Source: an optimization exercise on an open RTL-to-GDS flow (aim: small area, a short achievable clock period and few clock cycles per item). Production flows keep margins and buffers that such runs may drop. Only simulation tests tie the RTL to the original design; equivalence was not proved.

==> inputs of 07-02 <==
## radix_digit_converter_core
module radix_digit_converter_core #(
  parameter int unsigned VALUE_BITS = rdc_pkg::VALUE_BITS_DEF,
  parameter int unsigned MAX_DIGITS = rdc_pkg::MAX_DIGITS_DEF
) (
  input  logic                  clk_i,
  input  logic                  rst_ni,
  input  logic                  cfg_we_i,
  input  logic [rdc_pkg::BASE_W-1:0]     cfg_wdata_i,
  input  logic                  in_valid_i,
  output logic                  in_ready_o,
  input  logic [VALUE_BITS-1:0] value_i,
  output logic                  out_valid_o,
  input  logic                  out_ready_i,
  output logic [rdc_pkg::DIGIT_W-1:0]    digit_o,
  output logic                  last_digit_o
);
  localparam int NST = 4;    
  localparam logic [1:0] PS_IDLE = 2'd0;
  localparam logic [1:0] PS_DD   = 2'd1;   
  localparam logic [1:0] PS_DIV  = 2'd2;   
  localparam logic [1:0] PS_XFER = 2'd3;   
  localparam logic [1:0] OM_P2  = 2'd0;
  localparam logic [1:0] OM_BCD = 2'd1;
  localparam logic [1:0] OM_DIV = 2'd2;
  logic [8:0] cfg_q;
  logic [8:0] beff;
  always_ff @(posedge clk_i or negedge rst_ni) begin
    if (!rst_ni) begin
      cfg_q <= rdc_pkg::BASE_RESET;
    end else if (cfg_we_i) begin
      cfg_q <= cfg_wdata_i;
    end
  end
  always_comb begin
    beff = cfg_q;
    if (cfg_q < 9'd2) begin
      beff = 9'd2;
    end else if (cfg_q > 9'd256) begin
      beff = 9'd256;
    end
  end
  logic [1:0]  ps_q, ps_d;
  logic        rdy_q, rdy_d;       
  logic        p2_q, p2_d;         
  logic [62:0] v_q, v_d;           
  logic [63:0] w_q, w_d;           
  logic [79:0] s_q, s_d;           
  logic [8:0]  b_q, b_d;
  logic [10:0] b3_q, b3_d;         
  logic [1:0]  pw_q, pw_d;         
  logic        byte_q, byte_d;     
  logic [5:0]  pp_q, pp_d;         
  ...
==> flow/config.mk <==
export PLATFORM = sky130hd
export DESIGN_NAME = radix_digit_converter_core
export DESIGN_NICKNAME = radix_digit_converter_core
export VERILOG_FILES = /design/flow/design.v
export SDC_FILE = /design/flow/constraint.sdc
export NUM_CORES = 4
export LEC_CHECK = 0
export ABC_AREA = 1
export CAP_MARGIN = 20
export CORE_MARGIN = 2
export CORE_UTILIZATION = 40
export SLEW_MARGIN = 20
export TNS_END_PERCENT = 100
==> flow/constraint.sdc <==
create_clock -name core_clock -period 9.0 [get_ports {clk_i}]
set_input_delay 1.8000 -clock core_clock [delete_from_list [all_inputs] [get_ports {clk_i}]]
set_output_delay 1.8000 -clock core_clock [all_outputs]
set_load 0.01 [all_outputs]
standard.sh (not shown) runs the stock make flow with config.mk's settings and CLKGATE_MAP_FILE= SYNTH_SCRIPT=/design/flow/synth_recipe.tcl, a recipe that flattens the netlist after the stock synthesis.
==> flow/flow/run.sh <==
#!/bin/bash
export SETUP_SLACK_MARGIN=6
bash standard.sh > standard.log 2>&1
==> 09-25: changes against 07-02 <==
--- a/flow/design.v
+++ b/flow/design.v
@@ -60,11 +60,10 @@
   logic [3:0]  vtop_q, vtop_d;     
   logic [4:0]  ntop_q, ntop_d;     
   logic [5:0]  k_q, k_d;           
   logic [5:0]  remd_q, remd_d;     
   logic        pass1_q, pass1_d;
-  logic        kgt_q, kgt_d;       
   logic       rv_q, rv_d;          
   logic       rf_q, rf_d;          
   logic [4:0] rpos_q, rpos_d;      
   logic       lz_q, lz_d;          
   logic       iss_q, iss_d;        
@@ -73,12 +72,10 @@
   logic       sf_q [NST];          
   logic [4:0] sp_q [NST];          
   logic [7:0] sr_q [NST];          
   logic       sz_q [NST];          
   logic [1:0] sb_q [NST];          
-  logic       sl_q [NST];          
-  logic       sl_d [NST];
   logic       sv_d [NST];
   logic       sf_d [NST];
   logic [4:0] sp_d [NST];
   logic [7:0] sr_d [NST];
   logic       sz_d [NST];
@@ -125,26 +122,14 @@
   assign o_win = 8'(o_q >> {op_q[5:2], 2'b00});
   logic [3:0] o_hi, o_lo;
   logic [4:0] o_ptr;
   logic [4:0] o_top;
   always_comb begin
-    logic [31:0] nz;
-    logic [15:0] y16;
-    logic [7:0]  y8;
-    logic [3:0]  y4;
-    logic [1:0]  y2;
-    nz = '0;
-    for (int i = 0; i < 20; i++) nz[i] = (o_q[4*i +: 4] != 4'd0);
-    o_top[4] = |nz[31:16];
-    y16      = o_top[4] ? nz[31:16] : nz[15:0];
-    o_top[3] = |y16[15:8];
-    y8       = o_top[3] ? y16[15:8] : y16[7:0];
-    o_top[2] = |y8[7:4];
-    y4       = o_top[2] ? y8[7:4] : y8[3:0];
-    o_top[1] = |y4[3:2];
-    y2       = o_top[1] ? y4[3:2] : y4[1:0];
-    o_top[0] = y2[1];
+    o_top = '0;
+    for (int i = 0; i < 20; i++) begin
+      if (o_q[4*i +: 4] != 4'd0) o_top = 5'(i);
+    end
   end
   assign o_ptr = ofirst_q ? o_top : orp_q;
   assign o_hi  = 4'(o_q >> {o_ptr, 2'b00});
   assign o_lo  = 4'(o_q >> {o_ptr[4:1], 3'b000});
   function automatic logic [3:0] dd_corr(input logic [3:0] d);
@@ -199,11 +184,11 @@
     fin        = 1'b0;
     fin_dig    = '0;
     fin_zero   = 1'b0;
     fin_lastst = 1'b0;
     for (int s = 0; s < NST; s++) begin
-      if (sv_q[s] && sl_q[s]) begin
+      if (sv_q[s] && sp_q[s] == 5'd0) begin
         fin        = 1'b1;
         fin_dig    = st_r[s];
         fin_zero   = !st_z[s];
         fin_lastst = (s == NST - 1);
       end
@@ -257,11 +242,11 @@
             ov_d     = 1'b1;
             ofirst_d = 1'b0;
             dig_d    = {4'd0, o_hi};
             last_d   = (o_ptr == 5'd0);
             orp_d    = o_ptr - 5'd1;
-            ofin     = ofirst_q ? (o_q[79:4] == 76'd0) : (orp_q == 5'd0);
+            ofin     = (o_ptr == 5'd0);
           end
         end
         default: begin
           if (adv) begin
             ov_d   = 1'b1;
@@ -277,18 +262,10 @@
     end
   end
   logic ofree;               
   assign ofree = !oact_q || ofin;
   assign rdy_d = (ps_d == PS_IDLE);
-  logic       xfer;
-  logic [1:0] xfer_om;
-  logic [5:0] remd_x;      
-  always_comb begin
-    xfer    = ofree && (ps_q == PS_XFER || (ps_q == PS_DIV && done_q));
-    xfer_om = p2_q ? OM_P2 : ((b_q == 9'd10) ? OM_BCD : OM_DIV);
-    remd_x  = (ps_q == PS_DIV && pass1_q) ? k_q : remd_q;
-  end
   always_comb begin
     logic [5:0] kn;
     logic [5:0] cap;
     logic [5:0] kept;
     ps_d    = ps_q;
@@ -304,14 +281,13 @@
     vtop_d  = vtop_q;
     ntop_d  = ntop_q;
     k_d     = k_q;
     remd_d  = remd_q;
     pass1_d = pass1_q;
-    kgt_d   = kgt_q;
     kn   = k_q + 6'd1;
     cap  = byte_q ? 6'd10 : 6'd20;
-    kept = kgt_q ? cap : k_q;
+    kept = (k_q > cap) ? cap : k_q;
     for (int s = 0; s < NST; s++) begin
       sr_d[s] = sr_q[s];
       sz_d[s] = sz_q[s];
       if (sv_q[s]) begin
         sr_d[s] = st_r[s];
@@ -322,21 +298,19 @@
     rf_d    = 1'b0;
     rpos_d  = rpos_q - 5'd1;
     lz_d    = lz_q;
     iss_d   = iss_q;
     done_d  = done_q;
-    sv_d[0] = rv_q && (ps_q == PS_DIV) && !done_q;
+    sv_d[0] = rv_q && (ps_q == PS_DIV);
     sf_d[0] = rf_q;
     sp_d[0] = rpos_q;
     sb_d[0] = w_pair;
-    sl_d[0] = (rpos_q == 5'd0);
     for (int s = 1; s < NST; s++) begin
-      sv_d[s] = sv_q[s-1] && (ps_q == PS_DIV) && !done_q;
+      sv_d[s] = sv_q[s-1] && (ps_q == PS_DIV);
       sf_d[s] = sf_q[s-1];
       sp_d[s] = sp_q[s-1];
       sb_d[s] = st_q[s-1];
-      sl_d[s] = sl_q[s-1];
     end
     if (sv_q[NST-1]) begin
       w_d[{sp_q[NST-1], 1'b0} +: 2] = st_q[NST-1];
       if (st_q[NST-1] != 2'd0 && !st_zin[NST-1]) begin
         ntop_d = sp_q[NST-1];
@@ -354,11 +328,10 @@
       s_d     = (beff == 9'd2 || beff == 9'd8 || beff == 9'd16) ? 80'(value_i) : 80'd0;
       lz_d    = 1'b0;
       iss_d   = 1'b0;
       done_d  = 1'b0;
       k_d     = '0;
-      kgt_d   = 1'b0;
       pass1_d = 1'b1;
       rf_d    = 1'b1;
       rpos_d  = {in_top, 1'b1};
       if (beff == 9'd2) begin
         pw_d = 2'd0;
@@ -398,12 +371,11 @@
           done_d = 1'b0;
           rv_d   = 1'b0;
           ps_d   = PS_XFER;
         end else begin
           if (fin) begin
-            k_d   = kn;
-            kgt_d = (kn > cap);
+            k_d = kn;
             if (byte_q) s_d = {fin_dig, s_q[79:8]};
             else        s_d = {fin_dig[3:0], s_q[79:4]};
             if ((pass1_q && fin_zero) || (!pass1_q && kn == remd_q)) begin
               done_d = 1'b1;
             end else if (fin_lastst) begin
@@ -426,17 +398,16 @@
         end
       end
       default: begin   
       end
     endcase
-    if (xfer) begin
-      if (!p2_q && b_q != 9'd10) begin
-        remd_d = remd_x - kept;
-        if (kgt_q) begin
+    if (ps_q == PS_XFER && ofree) begin
+      if (!p2_q && pw_q == 2'd2 && b_q != 9'd10) begin
+        remd_d = remd_q - kept;
+        if (remd_q != kept) begin
           w_d     = 64'(v_q);
           k_d     = '0;
-          kgt_d   = 1'b0;
           pass1_d = 1'b0;
           ps_d    = PS_DIV;
           rv_d    = 1'b1;
           rf_d    = 1'b1;
           rpos_d  = {vtop_q, 1'b1};
@@ -448,19 +419,25 @@
       end else begin
         ps_d = PS_IDLE;
       end
     end
   end
+  logic                xfer;
+  logic [1:0]          xfer_om;
+  always_comb begin
+    xfer    = (ps_q == PS_XFER) && ofree;
+    xfer_om = p2_q ? OM_P2 : ((b_q == 9'd10) ? OM_BCD : OM_DIV);
+  end
   logic [79:0] o_n;
   logic [1:0]  om_n;
   logic [5:0]  op_n;
   logic [1:0]  opw_n;
   logic        olead_n, ofirst_n, oact_n, ofinal_n, obyte_n;
   logic [4:0]  orp_n, ocnt_n;
   always_comb begin
     logic [5:0] kept;
-    kept     = kgt_q ? (byte_q ? 6'd10 : 6'd20) : k_q;
+    kept     = (k_q > (byte_q ? 6'd10 : 6'd20)) ? (byte_q ? 6'd10 : 6'd20) : k_q;
     o_n      = o_d;
     om_n     = om_d;
     op_n     = op_d;
     opw_n    = opw_d;
     olead_n  = olead_d;
@@ -478,11 +455,11 @@
       opw_n    = pw_q;
       olead_n  = 1'b1;
       ofirst_n = (xfer_om == OM_BCD);
       orp_n    = 5'd19;
       ocnt_n   = 5'(kept);
-      ofinal_n = !kgt_q;
+      ofinal_n = (remd_q == kept);
       obyte_n  = byte_q;
     end
   end
   always_ff @(posedge clk_i or negedge rst_ni) begin
     if (!rst_ni) begin
@@ -514,11 +491,10 @@
     vtop_q   <= vtop_d;
     ntop_q   <= ntop_d;
     k_q      <= k_d;
     remd_q   <= remd_d;
     pass1_q  <= pass1_d;
-    kgt_q    <= kgt_d;
     rf_q     <= rf_d;
     rpos_q   <= rpos_d;
     lz_q     <= lz_d;
     iss_q    <= iss_d;
     done_q   <= done_d;
@@ -538,9 +514,8 @@
       sf_q[s] <= sf_d[s];
       sp_q[s] <= sp_d[s];
       sr_q[s] <= sr_d[s];
       sz_q[s] <= sz_d[s];
       sb_q[s] <= sb_d[s];
-      sl_q[s] <= sl_d[s];
     end
   end
 endmodule
==> flow/run.sh (new file) <==
#!/bin/bash
# synth_recipe.tcl (not shown) runs the flow's synth.tcl, then flattens the netlist and writes it again
# the make line also repeats each setting of config.mk as NAME=value (left out here)
make -C /OpenROAD-flow-scripts/flow DESIGN_CONFIG=/design/flow/config.mk WORK_HOME=/design/flow/orfs CLKGATE_MAP_FILE= SYNTH_SCRIPT=/design/flow/synth_recipe.tcl finish
- CORE_UTILIZATION: 40 -> 70
- SETUP_SLACK_MARGIN: unset -> 5
removed: flow/flow/run.sh
removed: flow/standard.sh
==> 04-16: changes against 07-02 <==
--- a/flow/design.v
+++ b/flow/design.v
@@ -51,11 +51,10 @@
   logic        p2_q, p2_d;         
   logic [62:0] v_q, v_d;           
   logic [63:0] w_q, w_d;           
   logic [79:0] s_q, s_d;           
   logic [8:0]  b_q, b_d;
-  logic [10:0] b3_q, b3_d;         
   logic [1:0]  pw_q, pw_d;         
   logic        byte_q, byte_d;     
   logic [5:0]  pp_q, pp_d;         
   logic [3:0]  vtop_q, vtop_d;     
   logic [4:0]  ntop_q, ntop_d;     
@@ -163,34 +162,23 @@
   logic [7:0] st_r    [NST];       
   logic       st_z    [NST];       
   logic       st_zin  [NST];       
   always_comb begin
     for (int s = 0; s < NST; s++) begin
-      logic [9:0]  t;
-      logic [10:0] d1, d2, d3;
-      logic        n1, n2, n3;
-      logic [7:0]  rin;
-      rin       = sf_q[s] ? 8'd0 : sr_q[s];
+      logic [8:0] t, d;
+      logic       n;
+      logic [7:0] r;
+      r         = sf_q[s] ? 8'd0 : sr_q[s];
       st_zin[s] = sf_q[s] ? 1'b0 : sz_q[s];
-      t = {rin, sb_q[s]};
-      {n1, d1} = {2'b00, t} - {3'b000, b_q};
-      {n2, d2} = {2'b00, t} - {2'b00, b_q, 1'b0};
-      {n3, d3} = {2'b00, t} - {1'b0, b3_q};
-      if (!n3) begin
-        st_q[s] = 2'd3;
-        st_r[s] = d3[7:0];
-      end else if (!n2) begin
-        st_q[s] = 2'd2;
-        st_r[s] = d2[7:0];
-      end else if (!n1) begin
-        st_q[s] = 2'd1;
-        st_r[s] = d1[7:0];
-      end else begin
-        st_q[s] = 2'd0;
-        st_r[s] = t[7:0];
+      for (int j = 1; j >= 0; j--) begin
+        t = {r, sb_q[s][j]};
+        {n, d} = {1'b0, t} - {1'b0, b_q};
+        st_q[s][j] = !n;
+        r = n ? t[7:0] : d[7:0];
       end
-      st_z[s] = st_zin[s] | !n1;
+      st_r[s] = r;
+      st_z[s] = st_zin[s] | (st_q[s] != 2'd0);
     end
   end
   logic       fin;
   logic [7:0] fin_dig;
   logic       fin_zero;      
@@ -295,11 +283,10 @@
     p2_d    = p2_q;
     v_d     = v_q;
     w_d     = w_q;
     s_d     = s_q;
     b_d     = b_q;
-    b3_d    = b3_q;
     pw_d    = pw_q;
     byte_d  = byte_q;
     pp_d    = pp_q;
     vtop_d  = vtop_q;
     ntop_d  = ntop_q;
@@ -345,11 +332,10 @@
     end
     if (rdy_q) begin
       v_d     = value_i;
       w_d     = 64'(value_i);
       b_d     = beff;
-      b3_d    = 11'(beff) + {1'b0, beff, 1'b0};
       byte_d  = (beff > 9'd16);
       p2_d    = (beff == 9'd2 || beff == 9'd8 || beff == 9'd16);
       vtop_d  = in_top;
       s_d     = (beff == 9'd2 || beff == 9'd8 || beff == 9'd16) ? 80'(value_i) : 80'd0;
       lz_d    = 1'b0;
@@ -505,11 +491,10 @@
     p2_q     <= p2_d;
     v_q      <= v_d;
     w_q      <= w_d;
     s_q      <= s_d;
     b_q      <= b_d;
-    b3_q     <= b3_d;
     pw_q     <= pw_d;
     byte_q   <= byte_d;
     pp_q     <= pp_d;
     vtop_q   <= vtop_d;
     ntop_q   <= ntop_d;
==> flow/run.sh (new file) <==
#!/bin/bash
# synth_recipe.tcl (not shown) runs the flow's synth.tcl, then flattens the netlist and writes it again
# the make line also repeats each setting of config.mk as NAME=value (left out here)
make -C /OpenROAD-flow-scripts/flow DESIGN_CONFIG=/design/flow/config.mk WORK_HOME=/design/flow/orfs CLKGATE_MAP_FILE= SYNTH_SCRIPT=/design/flow/synth_recipe.tcl finish
- SETUP_SLACK_MARGIN: unset -> 5
removed: flow/flow/run.sh
removed: flow/standard.sh
==> impl_metrics.env <==
export IMPL_outcome="finished clean"
export IMPL_p_comb_frac=0.635
export IMPL_globalplace_congestion=0.9567
export IMPL_final_critical_path_setup_slack_ns=4.696
export IMPL_async_reset_ff_frac=0.04113
export IMPL_max_freq_ghz=0.2324
export IMPL_synth_cells=4469
export IMPL_clock_tree_area_fraction=0.05007
export IMPL_synth_compound_gate_area_share=0.2339
export IMPL_path_delay_family="simple AND/OR/NAND/NOR gates"
export IMPL_placedInstanceArea_um2=34030
export IMPL_fp_coreArea_um2=80160
export IMPL_synth_seq_area_share=0.3623
export IMPL_synth_cells_most_frequent="nand2_1, inv_1, o21ai_0"
export IMPL_synthTopCellsByArea="edfxtp_1, dfxtp_1, nand2_1"
export IMPL_final_core_utilization=0.4804
-- figures above: 04-16

==> impl_metrics.env <==
export IMPL_placedInstanceArea_um2=36280
export IMPL_synth_compound_gate_area_share=0.2179
export IMPL_synth_seq_area_share=0.3495
export IMPL_fp_coreArea_um2=85150
export IMPL_outcome="finished clean"
export IMPL_max_freq_ghz=0.3022
export IMPL_synth_cells=4752
export IMPL_synth_cells_most_frequent="nand2_1, inv_1, o21ai_0"
export IMPL_p_comb_frac=0.631
export IMPL_path_delay_family="compound AO/OA/AOI/OAI gates"
export IMPL_final_critical_path_setup_slack_ns=5.691
export IMPL_globalplace_congestion=0.9595
export IMPL_final_design_area_no_fill_um2=45240
export IMPL_dp_cells=5841
-- figures above: 07-02

==> impl_metrics.env <==
export IMPL_outcome="finished clean"
export IMPL_async_reset_ff_frac=0.04069
export IMPL_fp_coreArea_um2=47650
export IMPL_final_critical_path_setup_slack_ns=4.962
export IMPL_path_delay_family="simple AND/OR/NAND/NOR gates"
export IMPL_globalplace_congestion=1.027
export IMPL_synth_cells=4585
export IMPL_placedInstanceArea_um2=34830
export IMPL_final_core_utilization=0.7828
export IMPL_synth_seq_area_share=0.3524
export IMPL_synthTopCellsByArea="edfxtp_1, dfxtp_1, nand2_1"
export IMPL_max_freq_ghz=0.2476
-- figures above: 09-25

Testbench counts of 07-02, summed over its fixed seeds: cycles 7,830, digits 4,076.
Testbench counts of 09-25, summed over its fixed seeds: cycles 7,920, digits 4,076.
Testbench counts of 04-16, summed over its fixed seeds: cycles 7,830, digits 4,076.

[separate check: timing with driven ports]
How much do the figures lean on ideal ports? The routed layouts below were timed once more, with nothing changed but the port constraints.
Step 1: set_driving_cell puts a clkbuf_16 on clk_i and a buf_2 on each other input, an assumption about the parent block.
Step 2 adds t to the input delays and takes it off the output delays; t is the mean of the earliest and latest rising clock arrival at the registers after step 1. Input paths then give back, and output paths get back, about the clock's delay inside the block.
a / b / c = ideal ports / drivers / drivers and shift; a / b = the first two.
| run | t, ns | setup slack, ns | worst hold slack (ns) | clock arrival spread, ns | cell pins on the clock port's net |
|---|---|---|---|---|---|
| 07-02 | 0.701 | 5.691 / 5.673 / 5.081 | 0.320 / 0.320 / 0.320 | 0.054 / 0.054 | 1 |
| 09-25 | 0.692 | 4.962 / 4.978 / 4.310 | 0.338 / 0.338 / 0.338 | 0.021 / 0.022 | 1 |
| 04-16 | 0.682 | 4.696 / 4.696 / 4.369 | 0.314 / 0.314 / 0.314 | 0.040 / 0.040 | 1 |
After both steps every run listed still meets setup and hold. For 09-25, which loses most, drivers alone change the setup slack by +0.016 ns; drivers and shift together by -0.652 ns.
